Background: an optimization exercise with open tools, aiming at small area, a short achievable clock period and few clock cycles per item. Do not read the settings as production practice. In this exercise RTL edits were held to simulation tests only and were not proved equivalent to the original.

== the reference run ==
==> flow/design.v <==
`timescale 1ns/1ps
`default_nettype none
module csa_row #(
    parameter int W = 132
) (
    input  logic [W-1:0] x,
    input  logic [W-1:0] y,
    input  logic [W-1:0] z,
    output logic [W-1:0] s,
    output logic [W-1:0] c
);
    logic [W-1:0] maj;
    assign s   = x ^ y ^ z;
    assign maj = (x & y) | (x & z) | (y & z);
    assign c   = {maj[W-2:0], 1'b0};    
endmodule
`default_nettype wire
`timescale 1ns/1ps
`default_nettype none
module operand_store #(
    parameter int U = 4
) (
    input  logic         clk,
    input  logic         load_fire,
    input  logic [2:0]   load_idx,
    input  logic [15:0]  m_word,
    input  logic [15:0]  e_word,
    input  logic [15:0]  n_word,
    input  logic [15:0]  t_word,
    input  logic [15:0]  nprime0,
    input  logic         wr_c,
    input  logic         wr_m,
    input  logic [126:0] sum,
    input  logic [1:0]   a_src,      
    input  logic [$clog2(128/U)-1:0] a_idx,
    input  logic [U-1:0] a_const,
    output logic [U-1:0] a_digit,
    input  logic [6:0]   e_idx,
    output logic         e_bit,
    input  logic [2:0]   res_idx,
    output logic [15:0]  res_word,
    output logic [126:0] c_q,
    output logic [125:0] n_q,
    output logic [U-1:0] np_q
);
    localparam logic [1:0] A_C   = 2'd0;
    localparam logic [1:0] A_M   = 2'd1;
    localparam logic [1:0] A_SUM = 2'd2;
    logic [127:0] n_r;       
    logic [127:0] e_r;
    logic [127:0] m_r;       
    logic [127:0] c_r;
    always_ff @(posedge clk) begin
        if (load_fire) begin
            n_r[load_idx*16 +: 16] <= n_word;
            e_r[load_idx*16 +: 16] <= e_word;
            if (load_idx == 3'd0) begin
                np_q <= nprime0[U-1:0];
            end
        end
        if (load_fire) begin
            m_r[load_idx*16 +: 16] <= m_word;
        end else if (wr_m) begin
            m_r <= {1'b0, sum};
        end
        if (load_fire) begin
            c_r[load_idx*16 +: 16] <= t_word;
        end else if (wr_c) begin
            c_r <= {1'b0, sum};
        end
    end
    always_comb begin
        case (a_src)
            A_C:     a_digit = c_r[a_idx*U +: U];
            A_M:     a_digit = m_r[a_idx*U +: U];
            A_SUM:   a_digit = sum[U-1:0];
            default: a_digit = a_const;
        endcase
    end
    logic [127:0] c_q_ext;
    assign c_q      = c_r[126:0];
    assign c_q_ext  = {1'b0, c_r[126:0]};
    assign n_q      = n_r[125:0];
    assign e_bit    = e_r[e_idx];
    assign res_word = c_q_ext[res_idx*16 +: 16];
endmodule
`default_nettype wire
`timescale 1ns/1ps
`default_nettype none
module mont_mult #(
    parameter int U = 2
) (
    input  logic         clk,
    input  logic         run,       
    input  logic [U-1:0] a,         
    input  logic [126:0] b,         
    input  logic [125:0] n,         
    input  logic [U-1:0] np,        
    output logic [126:0] sum        
);
    localparam int VW = 130;
    localparam int W  = 132;
    logic [VW-1:0] vs, vc;
    logic          cin;
    logic [U-1:0]  lo, q;
    always_comb begin
        lo = vs[U-1:0] + vc[U-1:0] + U'(cin);
        q  = U'(lo * np);
    end
    logic [W-1:0] pa0;
    assign pa0 = W'(b & {127{a[0]}}) << 2;
    logic [W-1:0] pa1;
    assign pa1 = W'(b & {127{a[1]}}) << 3;
    logic [W-1:0] ts0, tc0;
    csa_row #(.W(W)) u_t0 (.x(W'(vs)), .y(W'(vc)), .z(pa0), .s(ts0), .c(tc0));
    logic [W-1:0] ts1, tc1;
    csa_row #(.W(W)) u_t1 (.x(ts0), .y(tc0), .z(pa1), .s(ts1), .c(tc1));
    logic [W-1:0] pq0;
    assign pq0 = W'(n & {126{q[0]}}) << 0;
    logic [W-1:0] pq1;
    assign pq1 = (W'(n & {126{q[1]}}) << 1) | W'(cin);
    logic [W-1:0] rs2, rc2;
    csa_row #(.W(W)) u_r2 (.x(ts1), .y(tc1), .z(pq0), .s(rs2), .c(rc2));
    logic [W-1:0] rs3, rc3;
    csa_row #(.W(W)) u_r3 (.x(rs2), .y(rc2), .z(pq1), .s(rs3), .c(rc3));
    wire [W-1:0] xs = rs3;
    wire [W-1:0] xc = rc3;
    always_ff @(posedge clk) begin
        if (run) begin
            vs  <= xs[U +: VW];
            vc  <= xc[U +: VW];
            cin <= |xs[U-1:0];    
        end else begin
            vs  <= '0;
            vc  <= '0;
            cin <= 1'b0;
        end
    end
    assign sum = 127'(vs + vc + VW'(cin));
endmodule
`default_nettype wire
`timescale 1ns/1ps
`default_nettype none
module mod_exp_ctrl #(
    parameter int U = 4
) (
    input  logic         clk,
    input  logic         reset,
    input  logic         load_valid,
    output logic         load_ready,
    output logic         load_fire,
    output logic [2:0]   load_idx,
    output logic         res_valid,
    input  logic         res_ready,
    output logic [2:0]   res_idx,
    output logic [6:0]   e_idx,
    input  logic         e_bit,
    output logic         run,
    output logic         wr_c,
    output logic         wr_m,
    output logic [1:0]   a_src,
    output logic [$clog2(128/U)-1:0] a_idx,
    output logic [U-1:0] a_const
);
    localparam int D   = 128 / U;
    localparam int AW  = $clog2(D);
    localparam int IW  = AW + 1;
    localparam logic [IW-1:0] LAST = IW'(D);        
    localparam logic [IW-1:0] LDIG = IW'(D - 1);    
    localparam logic [1:0] A_C   = 2'd0;
    localparam logic [1:0] A_M   = 2'd1;
    localparam logic [1:0] A_SUM = 2'd2;
    localparam logic [1:0] A_K   = 2'd3;
    localparam logic [1:0] S_LOAD = 2'd0;
    localparam logic [1:0] S_SCAN = 2'd1;
    localparam logic [1:0] S_RUN  = 2'd2;
    localparam logic [1:0] S_OUT  = 2'd3;
    localparam logic [1:0] OP_MBAR  = 2'd0;
    localparam logic [1:0] OP_SQR   = 2'd1;
    localparam logic [1:0] OP_MUL   = 2'd2;
    localparam logic [1:0] OP_FINAL = 2'd3;
    logic [1:0]    state;
    logic [1:0]    op;
    logic [IW-1:0] it;
    logic          conv;       
    logic          ezero;      
    logic [1:0]    nxt;        
    assign load_ready = (state == S_LOAD);
    assign load_fire  = load_valid && load_ready;
    assign res_valid  = (state == S_OUT);
    assign run        = (state == S_RUN) && !conv;
    assign wr_c       = (state == S_RUN) && conv;
    assign wr_m       = wr_c && (op == OP_MBAR);
    always_comb begin
        case (op)
            OP_MBAR: nxt = (e_idx == 7'd0) ? OP_FINAL : OP_SQR;
            OP_SQR:  nxt = e_bit ? OP_MUL : ((e_idx == 7'd0) ? OP_FINAL : OP_SQR);
            default: nxt = (e_idx == 7'd0) ? OP_FINAL : OP_SQR;
        endcase
    end
    always_comb begin
        a_idx   = AW'(it + 1'b1);
        a_const = '0;
        a_src   = A_K;
        if (state == S_SCAN) begin
            a_idx   = '0;
            a_src   = e_bit ? A_M : A_K;
            a_const = U'(1);
        end else if (conv) begin
            a_idx   = '0;
            a_const = U'(1);
            case (nxt)
                OP_SQR:  a_src = A_SUM;
                OP_MUL:  a_src = A_M;
                default: a_src = A_K;
            endcase
        end else if (it == LDIG) begin
            a_src = A_K;                  
        end else begin
            case (op)
                OP_SQR:          a_src = A_C;
                OP_MUL, OP_MBAR: a_src = ezero ? A_K : A_M;
                default:         a_src = A_K;
            endcase
        end
    end
    always_ff @(posedge clk or posedge reset) begin
        if (reset) begin
            state    <= S_LOAD;
            op       <= OP_MBAR;
            it       <= '0;
            conv     <= 1'b0;
            ezero    <= 1'b0;
            load_idx <= '0;
            res_idx  <= '0;
            e_idx    <= 7'd127;
        end else begin
            case (state)
                S_LOAD: begin
                    if (load_valid) begin
                        load_idx <= load_idx + 1'b1;
                        if (load_idx == 3'd7) begin
                            e_idx <= 7'd127;
                            state <= S_SCAN;
                        end
                    end
                end
                S_SCAN: begin
                    if (e_bit || e_idx == 7'd0) begin
                        ezero <= !e_bit;
                        op    <= OP_MBAR;
                        it    <= '0;
                        conv  <= 1'b0;
                        state <= S_RUN;
                    end else begin
                        e_idx <= e_idx - 1'b1;
                    end
                end
                S_RUN: begin
                    if (!conv) begin
                        it <= it + 1'b1;
                        if (it == LAST) begin
                            conv <= 1'b1;
                        end
                    end else begin
                        conv <= 1'b0;
                        it   <= '0;
                        if (op == OP_FINAL) begin
                            state <= S_OUT;
                        end else begin
                            op <= nxt;
                            if (!(op == OP_SQR && e_bit) && e_idx != 7'd0) begin
                                e_idx <= e_idx - 1'b1;
                            end
                        end
                    end
                end
                default: begin
                    if (res_ready) begin
                        res_idx <= res_idx + 1'b1;
                        if (res_idx == 3'd7) begin
                            state <= S_LOAD;
                        end
                    end
                end
            endcase
        end
    end
endmodule
`default_nettype wire
`timescale 1ns/1ps
`default_nettype none
module mod_exp #(
    parameter int NUM_WORDS  = 8,
    parameter int WORD_WIDTH = 16
) (
    input  logic                  clk,
    input  logic                  reset,
    input  logic                  load_valid,
    output logic                  load_ready,
    input  logic [WORD_WIDTH-1:0] m_word,
    input  logic [WORD_WIDTH-1:0] e_word,
    input  logic [WORD_WIDTH-1:0] n_word,
    input  logic [WORD_WIDTH-1:0] r_word,
    input  logic [WORD_WIDTH-1:0] t_word,
    input  logic [WORD_WIDTH-1:0] nprime0,
    output logic                  res_valid,
    input  logic                  res_ready,
    output logic [WORD_WIDTH-1:0] res_word
);
    localparam int U  = 2;                  
    localparam int IW = $clog2(128 / U);
    logic         load_fire;
    logic [2:0]   load_idx;
    logic [2:0]   res_idx;
    logic [6:0]   e_idx;
    logic         e_bit;
    logic         run;
    logic         wr_c;
    logic         wr_m;
    logic [1:0]   a_src;
    logic [IW-1:0] a_idx;
    logic [U-1:0] a_const;
    logic [U-1:0] a_digit;
    logic [U-1:0] a_q;
    logic [126:0] sum;
    logic [126:0] c_q;
    logic [125:0] n_q;
    logic [U-1:0] np_q;
    logic [WORD_WIDTH-1:0] unused_r;
    assign unused_r = r_word;
    mod_exp_ctrl #(.U(U)) ctrl_i (
        .clk        (clk),
        .reset      (reset),
        .load_valid (load_valid),
        .load_ready (load_ready),
        .load_fire  (load_fire),
        .load_idx   (load_idx),
        .res_valid  (res_valid),
        .res_ready  (res_ready),
        .res_idx    (res_idx),
        .e_idx      (e_idx),
        .e_bit      (e_bit),
        .run        (run),
        .wr_c       (wr_c),
        .wr_m       (wr_m),
        .a_src      (a_src),
        .a_idx      (a_idx),
        .a_const    (a_const)
    );
    operand_store #(.U(U)) store_i (
        .clk       (clk),
        .load_fire (load_fire),
        .load_idx  (load_idx),
        .m_word    (m_word),
        .e_word    (e_word),
        .n_word    (n_word),
        .t_word    (t_word),
        .nprime0   (nprime0),
        .wr_c      (wr_c),
        .wr_m      (wr_m),
        .sum       (sum),
        .a_src     (a_src),
        .a_idx     (a_idx),
        .a_const   (a_const),
        .a_digit   (a_digit),
        .e_idx     (e_idx),
        .e_bit     (e_bit),
        .res_idx   (res_idx),
        .res_word  (res_word),
        .c_q       (c_q),
        .n_q       (n_q),
        .np_q      (np_q)
    );
    always_ff @(posedge clk) begin
        a_q <= a_digit;
    end
    mont_mult #(.U(U)) mont_mult_i (
        .clk (clk),
        .run (run),
        .a   (a_q),
        .b   (c_q),
        .n   (n_q),
        .np  (np_q),
        .sum (sum)
    );
endmodule
`default_nettype wire
export LEC_CHECK = 0
export CAP_MARGIN = 20
export CORE_MARGIN = 2
export CORE_UTILIZATION = 55
export SETUP_SLACK_MARGIN = 5
export SLEW_MARGIN = 20
create_clock -name core_clock -period 11.0 [get_ports {clk}]
run.sh (not shown) runs the stock make flow with config.mk's settings and CLKGATE_MAP_FILE= SYNTH_SCRIPT=/design/flow/synth_recipe.tcl, a recipe that flattens the netlist after the stock synthesis.
Testbench counts of the reference run, summed over its fixed seeds: cycles 404,440, items 32.
Edits applied to the flow inputs when going from the reference run to the trial run:
diff --git a/flow/design.v b/flow/design.v
--- a/flow/design.v
+++ b/flow/design.v
@@ -88,7 +88,7 @@
 `timescale 1ns/1ps
 `default_nettype none
 module mont_mult #(
-    parameter int U = 2
+    parameter int U = 4
 ) (
     input  logic         clk,
     input  logic         run,       
@@ -98,8 +98,8 @@
     input  logic [U-1:0] np,        
     output logic [126:0] sum        
 );
-    localparam int VW = 130;
-    localparam int W  = 132;
+    localparam int VW = 132;
+    localparam int W  = 136;
     logic [VW-1:0] vs, vc;
     logic          cin;
     logic [U-1:0]  lo, q;
@@ -108,23 +108,39 @@
         q  = U'(lo * np);
     end
     logic [W-1:0] pa0;
-    assign pa0 = W'(b & {127{a[0]}}) << 2;
+    assign pa0 = W'(b & {127{a[0]}}) << 4;
     logic [W-1:0] pa1;
-    assign pa1 = W'(b & {127{a[1]}}) << 3;
+    assign pa1 = W'(b & {127{a[1]}}) << 5;
+    logic [W-1:0] pa2;
+    assign pa2 = W'(b & {127{a[2]}}) << 6;
+    logic [W-1:0] pa3;
+    assign pa3 = W'(b & {127{a[3]}}) << 7;
     logic [W-1:0] ts0, tc0;
     csa_row #(.W(W)) u_t0 (.x(W'(vs)), .y(W'(vc)), .z(pa0), .s(ts0), .c(tc0));
     logic [W-1:0] ts1, tc1;
-    csa_row #(.W(W)) u_t1 (.x(ts0), .y(tc0), .z(pa1), .s(ts1), .c(tc1));
+    csa_row #(.W(W)) u_t1 (.x(pa1), .y(pa2), .z(pa3), .s(ts1), .c(tc1));
+    logic [W-1:0] ts2, tc2;
+    csa_row #(.W(W)) u_t2 (.x(ts0), .y(tc0), .z(ts1), .s(ts2), .c(tc2));
+    logic [W-1:0] ts3, tc3;
+    csa_row #(.W(W)) u_t3 (.x(ts2), .y(tc2), .z(tc1), .s(ts3), .c(tc3));
     logic [W-1:0] pq0;
     assign pq0 = W'(n & {126{q[0]}}) << 0;
     logic [W-1:0] pq1;
     assign pq1 = (W'(n & {126{q[1]}}) << 1) | W'(cin);
-    logic [W-1:0] rs2, rc2;
-    csa_row #(.W(W)) u_r2 (.x(ts1), .y(tc1), .z(pq0), .s(rs2), .c(rc2));
-    logic [W-1:0] rs3, rc3;
-    csa_row #(.W(W)) u_r3 (.x(rs2), .y(rc2), .z(pq1), .s(rs3), .c(rc3));
-    wire [W-1:0] xs = rs3;
-    wire [W-1:0] xc = rc3;
+    logic [W-1:0] pq2;
+    assign pq2 = W'(n & {126{q[2]}}) << 2;
+    logic [W-1:0] pq3;
+    assign pq3 = W'(n & {126{q[3]}}) << 3;
+    logic [W-1:0] rs4, rc4;
+    csa_row #(.W(W)) u_r4 (.x(ts3), .y(tc3), .z(pq0), .s(rs4), .c(rc4));
+    logic [W-1:0] rs5, rc5;
+    csa_row #(.W(W)) u_r5 (.x(pq1), .y(pq2), .z(pq3), .s(rs5), .c(rc5));
+    logic [W-1:0] rs6, rc6;
+    csa_row #(.W(W)) u_r6 (.x(rs4), .y(rc4), .z(rs5), .s(rs6), .c(rc6));
+    logic [W-1:0] rs7, rc7;
+    csa_row #(.W(W)) u_r7 (.x(rs6), .y(rc6), .z(rc5), .s(rs7), .c(rc7));
+    wire [W-1:0] xs = rs7;
+    wire [W-1:0] xc = rc7;
     always_ff @(posedge clk) begin
         if (run) begin
             vs  <= xs[U +: VW];
@@ -308,7 +324,7 @@
     input  logic                  res_ready,
     output logic [WORD_WIDTH-1:0] res_word
 );
-    localparam int U  = 2;                  
+    localparam int U  = 4;                  
     localparam int IW = $clog2(128 / U);
     logic         load_fire;
     logic [2:0]   load_idx;
Findings:
- The trial run against the reference run: share of the synthesized area in compound gates (AO/OA/AOI/OAI) shows a reduction of 2.8 points, synthesized area shows an increase of about 20%, wire length of the first global-routing pass shows an increase of about 9%.
- Post-synthesis area per instance delta for the trial run relative to the reference run: about 3.6% higher
- When the trial run is set beside the reference run, its count of plain and timing-repair buffers in the layout turns out to be 37 smaller.
Testbench counts of the trial run, summed over its fixed seeds: cycles 208,632, items 32.

==> what the ideal ports hide <==
The results above use ideal ports. As a check the final layouts listed here were re-extracted and re-timed, cells and wires unchanged. Step 1, drivers: a clkbuf_16 drives clk and a buf_2 each remaining input, both assumed. Step 2 adds t to the input delays and takes it off the output delays; t is the mean of the earliest and latest rising clock arrival at the registers after step 1. Input paths then give back, and output paths get back, about the clock's delay inside the block. Three values: ideal ports, drivers, drivers and shift; two values: the first two.
| run | t (ns) | setup WS [ns] | clock arrival spread, ns |
|---|---|---|---|
| the reference run | 0.802 | 5.284 / 5.284 / 5.247 | 0.048 / 0.048 |
| the trial run | 0.823 | 5.195 / 5.195 / 5.166 | 0.043 / 0.043 |
After both steps setup and hold are still met in every run listed. For the reference run, which loses most, drivers alone change the setup slack by 0.000 ns; drivers and shift together by -0.037 ns.
